From an optimization exercise on the open Yosys and OpenROAD flow, aimed at small area, a short achievable clock period and few clock cycles per item; shortcuts taken in it are not production practice.
In this exercise RTL edits were held to simulation tests only and were not proved equivalent to the original.
Power figures rest on the tool's default switching activity, not on a simulated workload.

==> design.v <==
package lmgb_pkg;
  localparam int WIDTH  = 128;
  localparam int HEIGHT = 64;
  localparam int LS     = 6 * WIDTH;
  localparam logic [7:0] THR_LOW     = 8'd30;
  localparam logic [7:0] THR_HIGH    = 8'd220;
  localparam logic [7:0] GLARE_LEVEL = 8'd220;
  localparam int DIV_K = 17;
  localparam int PW    = 27;
  localparam logic REG_MARGIN_IDX = 1'b0;
endpackage
module lmgb_divider (
  input  logic [11:0] h1,       
  input  logic [12:0] h2,       
  input  logic [13:0] h3,       
  input  logic [2:0]  sel,      
  input  logic [8:0]  offset,   
  output logic [lmgb_pkg::PW-1:0] vs,
  output logic [lmgb_pkg::PW-1:0] vc
);
  localparam int PW = lmgb_pkg::PW;
  localparam int K  = lmgb_pkg::DIV_K;
  logic [PW-1:0] a1, a2, a3;
  logic [PW-1:0] pa, pb, pc, pd, na, nb, kc;
  assign a1 = PW'(h1);
  assign a2 = PW'(h2);
  assign a3 = PW'(h3);
  always_comb begin
    pa = ({PW{sel[0]}} & (a1 << 8))  | ({PW{sel[1]}} & (a2 << 7))  | ({PW{sel[2]}} & (a3 << 2));
    pb = ({PW{sel[0]}} & (a1 << 14)) | ({PW{sel[1]}} & (a2 << 10)) | ({PW{sel[2]}} & (a3 << 7));
    pc =                               ({PW{sel[1]}} & (a2 << 12)) | ({PW{sel[2]}} & (a3 << 9));
    pd =                                                             ({PW{sel[2]}} & (a3 << 11));
    na = ~(({PW{sel[0]}} & (a1 << 5))  | ({PW{sel[1]}} & a2)        | ({PW{sel[2]}} & a3));
    nb = ~(({PW{sel[0]}} & (a1 << 11)) | ({PW{sel[1]}} & (a2 << 2)) | ({PW{sel[2]}} & (a3 << 4)));
    kc = {~offset[8], ~offset, 17'd0} + PW'(sel[0] ? 14528 + 2 : 2) + (PW'(1) << K);
  end
  logic [PW-1:0] s1, c1, s2, c2, s3, c3, s4, c4, s5, c5;
  assign s1 = pa ^ pb ^ pc;
  assign c1 = ((pa & pb) | (pa & pc) | (pb & pc)) << 1;
  assign s2 = pd ^ na ^ nb;
  assign c2 = ((pd & na) | (pd & nb) | (na & nb)) << 1;
  assign s3 = s1 ^ c1 ^ s2;
  assign c3 = ((s1 & c1) | (s1 & s2) | (c1 & s2)) << 1;
  assign s4 = s3 ^ c3 ^ c2;
  assign c4 = ((s3 & c3) | (s3 & c2) | (c3 & c2)) << 1;
  assign s5 = s4 ^ c4 ^ kc;
  assign c5 = ((s4 & c4) | (s4 & kc) | (c4 & kc)) << 1;
  assign vs = s5;
  assign vc = c5;
endmodule
module local_mean_glare_binarizer (
  input  logic       clk,
  input  logic       rst_n,
  input  logic       in_valid,
  output logic       in_ready,
  input  logic [7:0] in_pixel,
  output logic       out_valid,
  input  logic       out_ready,
  output logic [5:0] out_row,
  output logic [6:0] out_col,
  output logic       out_is_white,
  output logic       out_frame_last,
  input  logic       cfg_we,
  input  logic       cfg_index,
  input  logic [8:0] cfg_data
);
  localparam int W  = lmgb_pkg::WIDTH;
  localparam int HT = lmgb_pkg::HEIGHT;
  localparam int LS = lmgb_pkg::LS;
  localparam int PW = lmgb_pkg::PW;
  localparam int K  = lmgb_pkg::DIV_K;
  localparam int F  = 8;             
  logic [1:0] wm_r;
  logic [2:0] sel_r;
  logic [8:0] off_r;
  logic [2:0] m;                     
  assign m = {1'b0, sel_r[2] | sel_r[1], sel_r[2] | sel_r[0]};
  always_ff @(posedge clk) begin
    if (!rst_n) begin
      wm_r  <= 2'd1;
      sel_r <= 3'b001;
      off_r <= '0;
    end else if (cfg_we) begin
      if (cfg_index == lmgb_pkg::REG_MARGIN_IDX) begin
        wm_r  <= cfg_data[1:0];
        sel_r <= {cfg_data[1:0] == 2'd3, cfg_data[1:0] == 2'd2, ~cfg_data[1]};
      end else begin
        off_r <= cfg_data;
      end
    end
  end
  logic       rdy_r;
  logic       acc;
  logic       v0;
  logic [7:0] p0;
  assign in_ready = rdy_r;
  assign acc      = in_valid & rdy_r;
  always_ff @(posedge clk) begin
    if (!rst_n) v0 <= 1'b0;
    else        v0 <= acc;
    p0 <= in_pixel;
  end
  logic [5:0] row_r;
  logic [6:0] col_r;
  always_ff @(posedge clk) begin
    if (!rst_n) begin
      row_r <= '0;
      col_r <= '0;
    end else if (v0) begin
      col_r <= col_r + 1'b1;
      if (col_r == 7'(W - 1)) row_r <= row_r + 1'b1;
    end
  end
  logic emit;
  assign emit = (row_r >= {2'b0, m, 1'b0}) && (col_r >= {3'b0, m, 1'b0});
  logic [8*LS-1:0] ls;
  always_ff @(posedge clk) begin
    if (v0) ls <= {ls[8*(LS-1)-1:0], p0};
  end
  logic [7:0] t1, t2, t3, t4, t5, t6;
  assign t1 = ls[8*(1*W)-1 -: 8];
  assign t2 = ls[8*(2*W)-1 -: 8];
  assign t3 = ls[8*(3*W)-1 -: 8];
  assign t4 = ls[8*(4*W)-1 -: 8];
  assign t5 = ls[8*(5*W)-1 -: 8];
  assign t6 = ls[8*(6*W)-1 -: 8];
  logic [9:0]  a1_r;                 
  logic [8:0]  a2_r;                 
  logic [9:0]  a3_r;                 
  logic        v1, e1;
  logic        cz1, cg1_1, cg2_1, cg3_1;
  always_ff @(posedge clk) begin
    a1_r  <= 10'(p0) + 10'(t1) + 10'(t2);
    a2_r  <= 9'(t3) + 9'(t4);
    a3_r  <= 10'(t3) + 10'(t4) + 10'(t5) + 10'(t6);
    cz1   <= (col_r == 7'd0);
    cg1_1 <= (col_r >= 7'd3);
    cg2_1 <= (col_r >= 7'd5);
    cg3_1 <= (col_r >= 7'd7);
  end
  always_ff @(posedge clk) begin
    if (!rst_n) begin
      v1 <= 1'b0;
      e1 <= 1'b0;
    end else begin
      v1 <= v0;
      e1 <= v0 & emit;
    end
  end
  logic [9:0]  h1 [1:3];
  logic [10:0] h2 [1:5];
  logic [10:0] h3 [1:7];
  logic [9:0]  cs1;
  logic [10:0] cs2, cs3;
  assign cs1 = a1_r;
  assign cs2 = 11'(a1_r) + 11'(a2_r);
  assign cs3 = 11'(a1_r) + 11'(a3_r);
  always_ff @(posedge clk) begin
    if (v1) begin
      h1[1] <= cs1;
      h2[1] <= cs2;
      h3[1] <= cs3;
      for (int j = 2; j <= 3; j++) h1[j] <= h1[j-1];
      for (int j = 2; j <= 5; j++) h2[j] <= h2[j-1];
      for (int j = 2; j <= 7; j++) h3[j] <= h3[j-1];
    end
  end
  logic [11:0] ws1_r;
  logic [12:0] ws2_r;
  logic [13:0] ws3_r;
  always_ff @(posedge clk) begin
    if (v1) begin
      ws1_r <= (cz1 ? 12'd0 : ws1_r) + 12'(a1_r)
             - (cg1_1 ? 12'(h1[3]) : 12'd0);
      ws2_r <= (cz1 ? 13'd0 : ws2_r) + 13'(a1_r) + 13'(a2_r)
             - (cg2_1 ? 13'(h2[5]) : 13'd0);
      ws3_r <= (cz1 ? 14'd0 : ws3_r) + 14'(a1_r) + 14'(a3_r)
             - (cg3_1 ? 14'(h3[7]) : 14'd0);
    end
  end
  logic [2:0][2:0][7:0] blk, b3_r, b4_r;
  for (genvar a = 0; a < 3; a++) begin : g_blk_r
    for (genvar b = 0; b < 3; b++) begin : g_blk_c
      assign blk[a][b] = ({8{sel_r[2]}} & ls[8*(W*(a+2)+b+3)-1 -: 8])
                       | ({8{sel_r[1]}} & ls[8*(W*(a+1)+b+2)-1 -: 8])
                       | ({8{sel_r[0]}} & ls[8*(W*a+b+1)-1 -: 8]);
    end
  end
  logic e2;
  always_ff @(posedge clk) begin
    if (!rst_n) e2 <= 1'b0;
    else        e2 <= e1;
    b3_r <= blk;
  end
  logic [PW-1:0] dvs, dvc, dvs_r, dvc_r;
  lmgb_divider u_div (
    .h1     (ws1_r),
    .h2     (ws2_r),
    .h3     (ws3_r),
    .sel    (sel_r),
    .offset (off_r),
    .vs     (dvs),
    .vc     (dvc)
  );
  logic e3;
  logic [8:0] cm30_r;                
  always_ff @(posedge clk) begin
    if (!rst_n) e3 <= 1'b0;
    else        e3 <= e2;
    dvs_r  <= dvs;
    dvc_r  <= dvc;
    b4_r   <= b3_r;
    cm30_r <= 9'(b3_r[1][1]) - 9'd30;
  end
  logic [PW-1:0]     psum;
  logic signed [9:0] x;
  assign psum = dvs_r + dvc_r;
  assign x    = $signed(psum[PW-1:K]);
  logic [8:0] dark;
  for (genvar a = 0; a < 9; a++) begin : g_dark
    logic [7:0] pv;
    assign pv = b4_r[a/3][a%3];
    assign dark[a] = (pv < lmgb_pkg::THR_LOW)
                  || ((pv < lmgb_pkg::THR_HIGH) && ($signed({2'b00, pv}) < x));
  end
  logic [7:0] cen;
  logic       wng;
  assign cen = b4_r[1][1];
  assign wng = (cen > 8'd250) || ((cen > 8'd60) && ($signed({cm30_r[8], cm30_r}) > x));
  logic       e4;
  logic [8:0] dark_r;
  logic       glare_r, wng_r;
  always_ff @(posedge clk) begin
    if (!rst_n) e4 <= 1'b0;
    else        e4 <= e3;
    dark_r  <= dark;
    glare_r <= (cen > lmgb_pkg::GLARE_LEVEL);
    wng_r   <= wng;
  end
  logic [3:0] ndark;
  logic       white;
  always_comb begin
    ndark = '0;
    for (int a = 0; a < 9; a++) ndark = ndark + {3'b0, dark_r[a]};
    white = glare_r ? (ndark < 4'd4) : wng_r;
  end
  logic       q_r [F];
  logic [3:0] cnt_r;
  logic       ov_r;
  logic       pop, push;
  assign push = e4;
  assign pop  = ov_r & out_ready;
  always_ff @(posedge clk) begin
    for (int i = 0; i < F; i++) begin
      if (pop) begin
        if (push && (cnt_r == 4'(i + 1))) q_r[i] <= white;
        else if (i + 1 < F)               q_r[i] <= q_r[(i + 1) % F];
      end else begin
        if (push && (cnt_r == 4'(i)))     q_r[i] <= white;
      end
    end
  end
  always_ff @(posedge clk) begin
    if (!rst_n) begin
      cnt_r <= '0;
      ov_r  <= 1'b0;
    end else begin
      cnt_r <= cnt_r + {3'b0, push} - {3'b0, pop};
      ov_r  <= push || (cnt_r > 4'd1) || ((cnt_r == 4'd1) && !pop);
    end
  end
  logic [3:0] tk_r, tk_b;
  assign tk_b = tk_r - {3'b0, v0 & ~emit};
  always_ff @(posedge clk) begin
    if (!rst_n) begin
      tk_r  <= '0;
      rdy_r <= 1'b1;
    end else begin
      tk_r  <= tk_b + {3'b0, acc} - {3'b0, pop};
      if (acc && !pop)      rdy_r <= (tk_b < 4'(F - 1));
      else if (!acc && pop) rdy_r <= (tk_b < 4'(F + 1));
      else                  rdy_r <= (tk_b < 4'(F));
    end
  end
  logic [5:0] orow_r;
  logic [6:0] ocol_r;
  logic       olast_r;
  logic       idle;
  assign idle = ~(v0 | e1 | e2 | e3 | e4 | ov_r);
  logic [5:0] f_row, s_row, last_row;
  logic [6:0] f_col, s_col, last_col;
  logic       f_last, s_last;
  always_comb begin
    last_row = 6'(HT - 1) - {3'b0, m};
    last_col = 7'(W - 1) - {4'b0, m};
    if (row_r >= {2'b0, m, 1'b0}) begin
      f_row = row_r - {3'b0, m};
      f_col = (col_r >= {3'b0, m, 1'b0}) ? col_r - {4'b0, m} : {4'b0, m};
    end else begin
      f_row = {3'b0, m};
      f_col = {4'b0, m};
    end
    if (ocol_r == last_col) begin
      s_col = {4'b0, m};
      s_row = (orow_r == last_row) ? {3'b0, m} : orow_r + 1'b1;
    end else begin
      s_col = ocol_r + 1'b1;
      s_row = orow_r;
    end
    f_last = (f_row == last_row) && (f_col == last_col);
    s_last = (s_row == last_row) && (s_col == last_col);
  end
  always_ff @(posedge clk) begin
    if (idle) begin
      orow_r  <= f_row;
      ocol_r  <= f_col;
      olast_r <= f_last;
    end else if (pop) begin
      orow_r  <= s_row;
      ocol_r  <= s_col;
      olast_r <= s_last;
    end
  end
  assign out_valid      = ov_r;
  assign out_is_white   = q_r[0];
  assign out_row        = orow_r;
  assign out_col        = ocol_r;
  assign out_frame_last = olast_r;
endmodule
==> run.sh <==
#!/bin/bash
# synth_recipe.tcl (not shown) runs the flow's synth.tcl, then flattens the netlist and writes it again
# the make line also repeats each setting of config.mk as NAME=value (left out here)
make -C /OpenROAD-flow-scripts/flow DESIGN_CONFIG=/design/flow/config.mk WORK_HOME=/design/flow/orfs CLKGATE_MAP_FILE= SYNTH_SCRIPT=/design/flow/synth_recipe.tcl finish
==> config.mk <==
export PLATFORM = sky130hd
export DESIGN_NAME = local_mean_glare_binarizer
export DESIGN_NICKNAME = local_mean_glare_binarizer
export VERILOG_FILES = /design/flow/design.v
export SDC_FILE = /design/flow/constraint.sdc
export NUM_CORES = 4
export LEC_CHECK = 0
export CAP_MARGIN = 20
export CORE_MARGIN = 2
export CORE_UTILIZATION = 55
export CTS_BUF_LIST = sky130_fd_sc_hd__clkbuf_16
export CTS_CLUSTER_DIAMETER = 100
export CTS_CLUSTER_SIZE = 25
export PLACE_DENSITY = 0.65
export SLEW_MARGIN = 20
export SYNTH_MEMORY_MAX_BITS = 16384
==> constraint.sdc <==
create_clock -name core_clock -period 10.0 [get_ports {clk}]
set_input_delay 2.0000 -clock core_clock [delete_from_list [all_inputs] [get_ports {clk}]]
set_output_delay 2.0000 -clock core_clock [all_outputs]
set_load 0.01 [all_outputs]
==> impl_metrics.tcl, run 1 <==
set metrics [dict create \
    period_minus_slack_ns 4.58 \
    die_w_um 625 \
    min_path_cells 0 \
    cp_data_required_time_ns 10.82 \
    clk_pin_slew_ns 0.10 \
    max_freq_ghz 0.218 \
    tightest_slew_ns 1.15 \
    p_int_mw 38.9 \
    cts_hold_buf 0 \
    yosysMostFrequentCell "edfxtp_1" \
    r2r_start "dvs_r[3]$_DFF_P_" \
    root_buffer "clkbuf_16" \
    p_seq_frac 0.630 \
    hp-start "b3_r[51]$_DFF_P_" \
    rsz0062_at_grt "false" \
    yosys.area.top_type "edfxtp_1" \
    synthesis.instances 8615 \
    fin_nets 9392 \
    grt_start_max_net_pins 210 \
    dieArea_sq_um 390000 \
    ys_seq_area_frac 0.929 \
    synth_flop_cell "edfxtp_1" \
    ctsResizeCount 0 \
    synthTopCellsByArea "edfxtp_1, dfxtp_1, fa_1, ha_1, inv_1" \
    synth.cell_area_sq_um 212000 \
    placedInstanceArea_sq_um 219000 \
    pre_cts_slack_ns 5.45 \
    cts_sinks 6662 \
    cp.arrival_ns 5.40 \
    synth-seq-cells 6662 \
    power.total_mw 50.5 \
    hold_path_class "reg2reg" \
    whs_endpoint "b4_r[51]$_DFF_P_" \
    final-setup-viol-count 0 \
    power_frac_comb 0.098 \
    critPathLaunchType "flop" \
    powerDensity_nw_per_um2 221 \
    vias 74000 \
    hold_slack_ns 0.332 \
    synth_common_cells "edfxtp_1, inv_1, dfxtp_1" \
    postRouteAntennaNets 0 \
    r2r_setup_slack_ns 5.42 \
    finClkSkew_ns 0.0526 \
    dr.pass1.iters 8 \
    finalWeightedCongestion 0.801 \
    initial_core_util 0.553 \
    cts_tree "built" \
    path_max_fanout 10 \
    antenna_found_initial 9 \
    clock_path_buffers 4 \
    peakVddDrop_mv 0.204 \
    track_usage 0.145 \
    clkPwrFrac 0.273 \
    async_flop_share 0 \
    fin_crit_sh 0.458 \
    cts-buffers-inserted 312 \
    yosysTopAreaCellShare 0.901 \
    io_buffers 39 \
    p_leak_nw 55.7 \
    drt_iter0_drc 7685 \
    die_h_um 625 \
    core_area_sq_um 383000 \
    cts_setup_buffers 0 \
    drc_errors 0 \
    finalHoldViolCount 0 \
    end_kind "flop" \
    grt_pass1_wl_mm 438 \
    grt_pass1_vias 72900 \
    pin_count 40 \
    area_growth_syn_to_layout_pct 7.64 \
    syn_area_per_cell_sq_um 24.6 \
    overflow 0 \
    place_hpwl_mm 158 \
    ys_warn_count 6 \
    clock_latency_ns 0.95 \
    synth_edf_count 6361 \
    setup_slack_ns 5.42 \
    max-cap-violations 0 \
    final_area_sq_um 228000 \
    status "no timing/DRC/antenna violations" \
    routed_via_density 5.24 \
    wl_per_cell_um 20.4 \
    finalMaxSlewViolations 0 \
    row_count 227 \
    setup_tns_ns 0 \
    worstReg2RegEnd "wng_r$_DFF_P_" \
    slew_headroom 0.236 \
    swShare 0.229 \
    synthDistinctLibCells 80 \
    r2r.worst_path.cells 20 \
    p_switching_mw 11.6 \
    htreeDepth 5 \
    drive_gt1_frac 0.0535 \
    critPathKind "reg2reg" \
    wirelength_mm 287 \
    synth_nets 9034 \
]
-- power by group through the flow --
stage          sequential, mW  combinational, mW  clock [mW]
2_1_floorplan            38.2               2.46           0
3_3_place_gp             32.4               4.85           0
3_5_place_dp             32.4               4.98           0
4_1_cts                  31.8               4.99        14.4
5_1_grt                  31.9               5.59        15.3
6_report                 31.8               4.92        13.8
-- worst max path at each step --
stage | from | to
finish | dvs_r[3]$_DFF_P_ | wng_r$_DFF_P_
global route | dvs_r[3]$_DFF_P_ | wng_r$_DFF_P_
CTS | dvs_r[3]$_DFF_P_ | wng_r$_DFF_P_
detailed placement | out_ready | cnt_r[2]$_SDFF_PN0_
global placement | out_ready | tk_r[3]$_SDFF_PN0_
floorplan | v0$_SDFF_PN0_ | tk_r[2]$_SDFF_PN0_
-- logic make-up (layout without fill, tap and decap cells) --
family | Yosys count | after routing | share of synthesized area
compound gates | 426 | 426 | 0.0144
xor+xnor | 118 | 118 | 0.00496
fa+ha+maj | 401 | 401 | 0.0290
buf+inv | 462 | 918 | 0.00826
flops | 6662 | 6662 | 0.929
mux | 25 | 25 | 0.00125
other cells | 0 | 4 | 0
simple gates | 521 | 521 | 0.0127
-- registers in the layout, summed over array words and instances (netlist names), 7 cells and up --
name,count
dvs_r,25
ws3_r,14
off_r,9
dark_r,9
a2_r,9
h2,55
h1,30
col_r,7
a3_r,10
ocol_r,7
q_r,8
ws1_r,12
b3_r,72
h3,77
cm30_r,9
ws2_r,13
a1_r,10
ls,6144
p0,8
b4_r,71
dvc_r,25
-- placed cells by master (no fill, tap or decap), types with 67 or more instances in the layout --
cell type  synthesis  layout
edfxtp_1        6361    6361
inv_1            396     447
clkbuf_16          0     317
dfxtp_1          301     296
ha_1             243     241
fa_1             153     152
nand2_1          138     138
a21oi_1           98      98
nor2_1            87      87
xnor2_1           77      76
a222oi_1          73      73
and2_1            69      68
o21ai_0           67      67
-- critical path: stages, from the launching register on --
cell and delay [ns]:
dfxtp_1 0.31, ha_1 0.32, a31o_2 0.21, a21oi_1 0.14, nor2b_1 0.06, o21ai_0 0.16
nand2b_1 0.09, a21oi_1 0.17, o21ai_0 0.11, nand2_1 0.08, a31oi_1 0.12, xnor2_2 0.70
ha_1 0.39, nor2b_1 0.13, o21ai_0 0.15, nand2b_1 0.08, maj3_1 0.37, maj3_2 0.31
a31oi_1 0.21, mux2i_1 0.25, o22ai_2 0.09
-- stage by stage --
step,utilization,cells
2_1_floorplan,-,8615
3_3_place_gp,0.572,13700
3_5_place_dp,0.572,13700
4_1_cts,0.595,14100
5_1_grt,0.596,14100
6_report,0.596,14100
-- routing by layer --
| layer | routed length [um] | part of all wire | track usage |
|---|---|---|---|
| met2 | 126000 | 0.44 | 0.209 |
| met4 | 6700 | 0.023 | 0.0369 |
| met5 | 0 | 0 | 0 |
| met3 | 10500 | 0.036 | 0.0180 |
| met1 | 144000 | 0.50 | 0.238 |
-- cell type report --
type                            instances  area, sq um
Clock inverter                         95          870
Antenna cell                            4         10.0
Tap cell                             5038         6300
Fill cell                           26000       155000
Clock buffer                          317         7930
Multi-Input combinational cell       1491        13200
Inverter                              397         1490
Timing Repair Buffer                  109         1290
Sequential cell                      6662       197000
Testbench counts, summed over its fixed seeds: cycles 49,224, items 49,152.
==> run 2: changes to the inputs <==
==> flow/run.sh (new file) <==
#!/bin/bash
# Own layout flow: the standard ORFS flow (standard.sh, unchanged synthesis, floorplan, power
# grid, placement, CTS and routing), with two settings changed:
#  - timing repair aims for setup slack of 6.4 ns at the 10 ns clock, so that paths are sized for
#    a ~3.6 ns cycle rather than left at whatever speed first meets 10 ns;
set -euo pipefail
bash standard.sh SETUP_SLACK_MARGIN=6.4 "BUFFER_PORTS_ARGS=-buffer_cell sky130_fd_sc_hd__buf_4" finish \
  > standard_flow.log 2>&1
==> standard.sh (new file) <==
#!/bin/bash
# synth_recipe.tcl (not shown) runs the flow's synth.tcl, then flattens the netlist and writes it again
# the make line also repeats each setting of config.mk as NAME=value (left out here)
make -C /OpenROAD-flow-scripts/flow DESIGN_CONFIG=/design/flow/config.mk WORK_HOME=/design/flow/orfs CLKGATE_MAP_FILE= SYNTH_SCRIPT=/design/flow/synth_recipe.tcl "${@:-finish}"
removed: run.sh
==> run 2 against run 1 <==
Net effect:
- worst hold slack got worse by 0.0038 ns
- still clean
- via count increased by 1.1%
- critical endpoint is now ws3_r[7]$_DFFE_PP_
- die area unchanged
- design area increased by 0.70%
- combinational power increased by 18%
==> impl_metrics.tcl, run 2 <==
set metrics [dict create \
    max_freq_ghz 0.262 \
    period_minus_slack_ns 3.81 \
    async_flop_share 0 \
    p_leak_nw 56.4 \
    rsz0062_at_grt "true" \
    path_cells "and2_4, fa_1, inv_2, fa_1, ha_2, inv_2, fa_2, nor2b_2, o21ai_2, a21boi_2, o21ai_2, a21boi_2, buf_4, buf_6, buf_6, buf_6, buf_6, buf_6, buf_6, nor2_2" \
    root_buffer "clkbuf_16" \
    peakVddDrop_mv 0.217 \
    final_common_cell "edfxtp_1" \
    initial_core_util 0.553 \
    antenna_found_initial 12 \
    fin_nets 9478 \
    critPathKind "reg2reg" \
    fin_crit_sh 0.381 \
    pre_cts_slack_ns 5.54 \
    yosys.area.top_type "edfxtp_1" \
    die_h_um 625 \
    synth_common_cells "edfxtp_1, inv_1, dfxtp_1" \
    clk_pin_slew_ns 0.10 \
    cts_hold_buf 0 \
    die_w_um 625 \
    io_buffers 39 \
    powerDensity_nw_per_um2 223 \
    grt_start_max_net_pins 222 \
    synth_edf_count 6361 \
    finalHoldViolCount 0 \
    max-cap-violations 0 \
    place_hpwl_mm 155 \
    finalWeightedCongestion 0.806 \
    dieArea_sq_um 390000 \
    htreeDepth 5 \
    finClkSkew_ns 0.0608 \
    track_usage 0.145 \
    syn_area_per_cell_sq_um 24.6 \
    synth_flop_cell "edfxtp_1" \
    final-setup-viol-count 0 \
    critPathLaunchType "flop" \
    clkPwrFrac 0.268 \
    placedInstanceArea_sq_um 219000 \
    slew_headroom 0.194 \
    synth_nets 9034 \
    tightest_slew_ns 1.21 \
    largest_reg_flops 6144 \
    yosysTopAreaCellShare 0.901 \
    hold_slack_ns 0.328 \
    hold_path_class "reg2reg" \
    nFillCells 25900 \
    grt_pass1_wl_mm 437 \
    dr.pass1.iters 8 \
    vias 74800 \
    area_growth_syn_to_layout_pct 8.39 \
    ys_warn_count 6 \
    postRouteAntennaNets 0 \
    synthTopCellsByArea "edfxtp_1, dfxtp_1, fa_1, ha_1, inv_1" \
    largest_register "ls" \
    clock_path_buffers 4 \
    wirelength_mm 290 \
    grt_pass1_vias 73200 \
    setup_tns_ns 0 \
    end_kind "flop" \
    critPathMaxStageDelay_ns 0.57 \
    yosysMostFrequentCell "edfxtp_1" \
    row_count 227 \
    status "no timing/DRC/antenna violations" \
    core_area_sq_um 383000 \
    wl_per_cell_um 20.4 \
    pin_count 40 \
    drt_iter0_drc 7737 \
    synthesis.instances 8615 \
    p_seq_frac 0.619 \
    synthDistinctLibCells 80 \
    path_max_fanout 5 \
    overflow 0 \
    drive_gt1_frac 0.0793 \
    cts_tree "built" \
    multi_input_area_sq_um 13900 \
    synth-seq-cells 6662 \
    cp.arrival_ns 4.50 \
    cp_slowest_cell "fa_1" \
    reg.largest.list "ls x6144, h3 x77, b3_r x72" \
    setup_slack_ns 6.19 \
    regArea_sq_um 197000 \
    final_area_sq_um 230000 \
    p_int_mw 39.4 \
    cts-buffers-inserted 312 \
    finalMaxSlewViolations 0 \
    cts_sinks 6662 \
    p_switching_mw 11.9 \
    cp_data_required_time_ns 10.69 \
    swShare 0.231 \
    power_frac_comb 0.113 \
    routed_via_density 5.27 \
    clock_latency_ns 0.94 \
    crit_top_cell "buf_6" \
    synth.cell_area_sq_um 212000 \
    ys_seq_area_frac 0.929 \
    final_cell_mix "edfxtp_1, inv_1, clkbuf_16, dfxtp_1, ha_1" \
    drc_errors 0 \
]
[run 2: routing by layer]
metal	wire [um]	global-route usage	share of wire
met1	142000	0.231	0.49
met5	0	0	0
met4	6970	0.0377	0.024
met3	13000	0.0241	0.045
met2	128000	0.210	0.44
[run 2: logic make-up after synthesis]
kind of cell             share of synthesized area
AO/OA/AOI/OAI                               0.0144
XOR/XNOR                                   0.00496
multiplexers                               0.00125
buffers and inverters                      0.00826
flip-flops                                   0.929
AND/OR/NAND/NOR                             0.0127
adder cells (fa/ha/maj)                     0.0290
[run 2: layout make-up]
| cell class | instances | area share |
|---|---|---|
| well taps | 5038 | 0.0274 |
| multi-input cells | 1491 | 0.0604 |
| diodes | 4 | 0.0000436 |
| inverters | 397 | 0.00651 |
| flip-flops and latches | 6662 | 0.858 |
| clock buffers | 319 | 0.0347 |
| clock inverters | 87 | 0.00340 |
| repair buffers | 195 | 0.00992 |
[run 2: final timing paths]
path / startpoint / endpoint / slack [ns] / depth (start not counted)
hold / removal: b3_r[20]$_DFF_P_ / b4_r[20]$_DFF_P_ / 0.33 / 0
setup / recovery: cg3_1$_DFF_P_ / ws3_r[7]$_DFFE_PP_ / 6.19 / 20
hold reg to reg: b3_r[20]$_DFF_P_ / b4_r[20]$_DFF_P_ / 0.33 / 0
setup reg to reg: cg3_1$_DFF_P_ / ws3_r[7]$_DFFE_PP_ / 6.19 / 20
[run 2: through the flow]
step | instances | util | power, mW
after detailed placement | 13700 | 0.572 | 37.4
after global placement | 13700 | 0.572 | 37.3
final | 14200 | 0.600 | 51.3
after CTS | 14200 | 0.597 | 51.6
after floorplan | 8615 | - | 40.6
after global routing | 14200 | 0.600 | 53.5
[run 2: power by group through the flow]
stage,sequential (mW),clock (mW),combinational [mW]
floorplan,38.2,0,2.46
global placement,32.4,0,4.89
detailed placement,32.4,0,5.00
CTS,31.8,14.4,5.43
global route,31.8,15.3,6.46
finish,31.8,13.7,5.80
[run 2: critical path: cells and delay by family (launching register included)]
kind,cells,cell delay [ns]
compound gates,4,0.53
fa+ha+maj,4,1.63
simple gates,3,0.30
buf+inv,9,0.72
flops,1,0.37
[run 2: timing repair]
| item | 4_1_cts | 5_1_grt |
|---|---|---|
| setup endpoints to repair | 545 | 2066 |
| cloned | 0 | 8 |
| endpoints found under the hold margin | 0 | 0 |
| setup buffers | 62 | 26 |
| pin swaps | 59 | 97 |
| resized for setup | 121 | 111 |

re-timing with driven ports:
The flow's constraints put no driver on any port. The routed layouts listed below were extracted and timed again, unchanged, in two steps.
Step 1, drivers: a clkbuf_16 drives clk and a buf_2 each remaining input, both assumed.
Step 2, shift: input delay + t, output delay - t, t = (earliest + latest rising clock arrival at the registers) / 2. This alone moves slack from input paths to output paths.
Slacks: no drivers / after step 1 / after step 2; pairs: no drivers / after step 1.
run | shift t [ns] | slack for setup (ns) | clock arrival spread, ns | cell pins on the clock port's net
run 1 | 1.022 | 5.419 / 5.419 / 5.419 | 0.066 / 0.067 | 1
run 2 | 1.016 | 6.190 / 6.190 / 5.811 | 0.090 / 0.089 | 1
After both steps setup and hold are still met in every run listed. For run 2, which loses most, drivers alone change the setup slack by 0.000 ns; drivers and shift together by -0.379 ns.
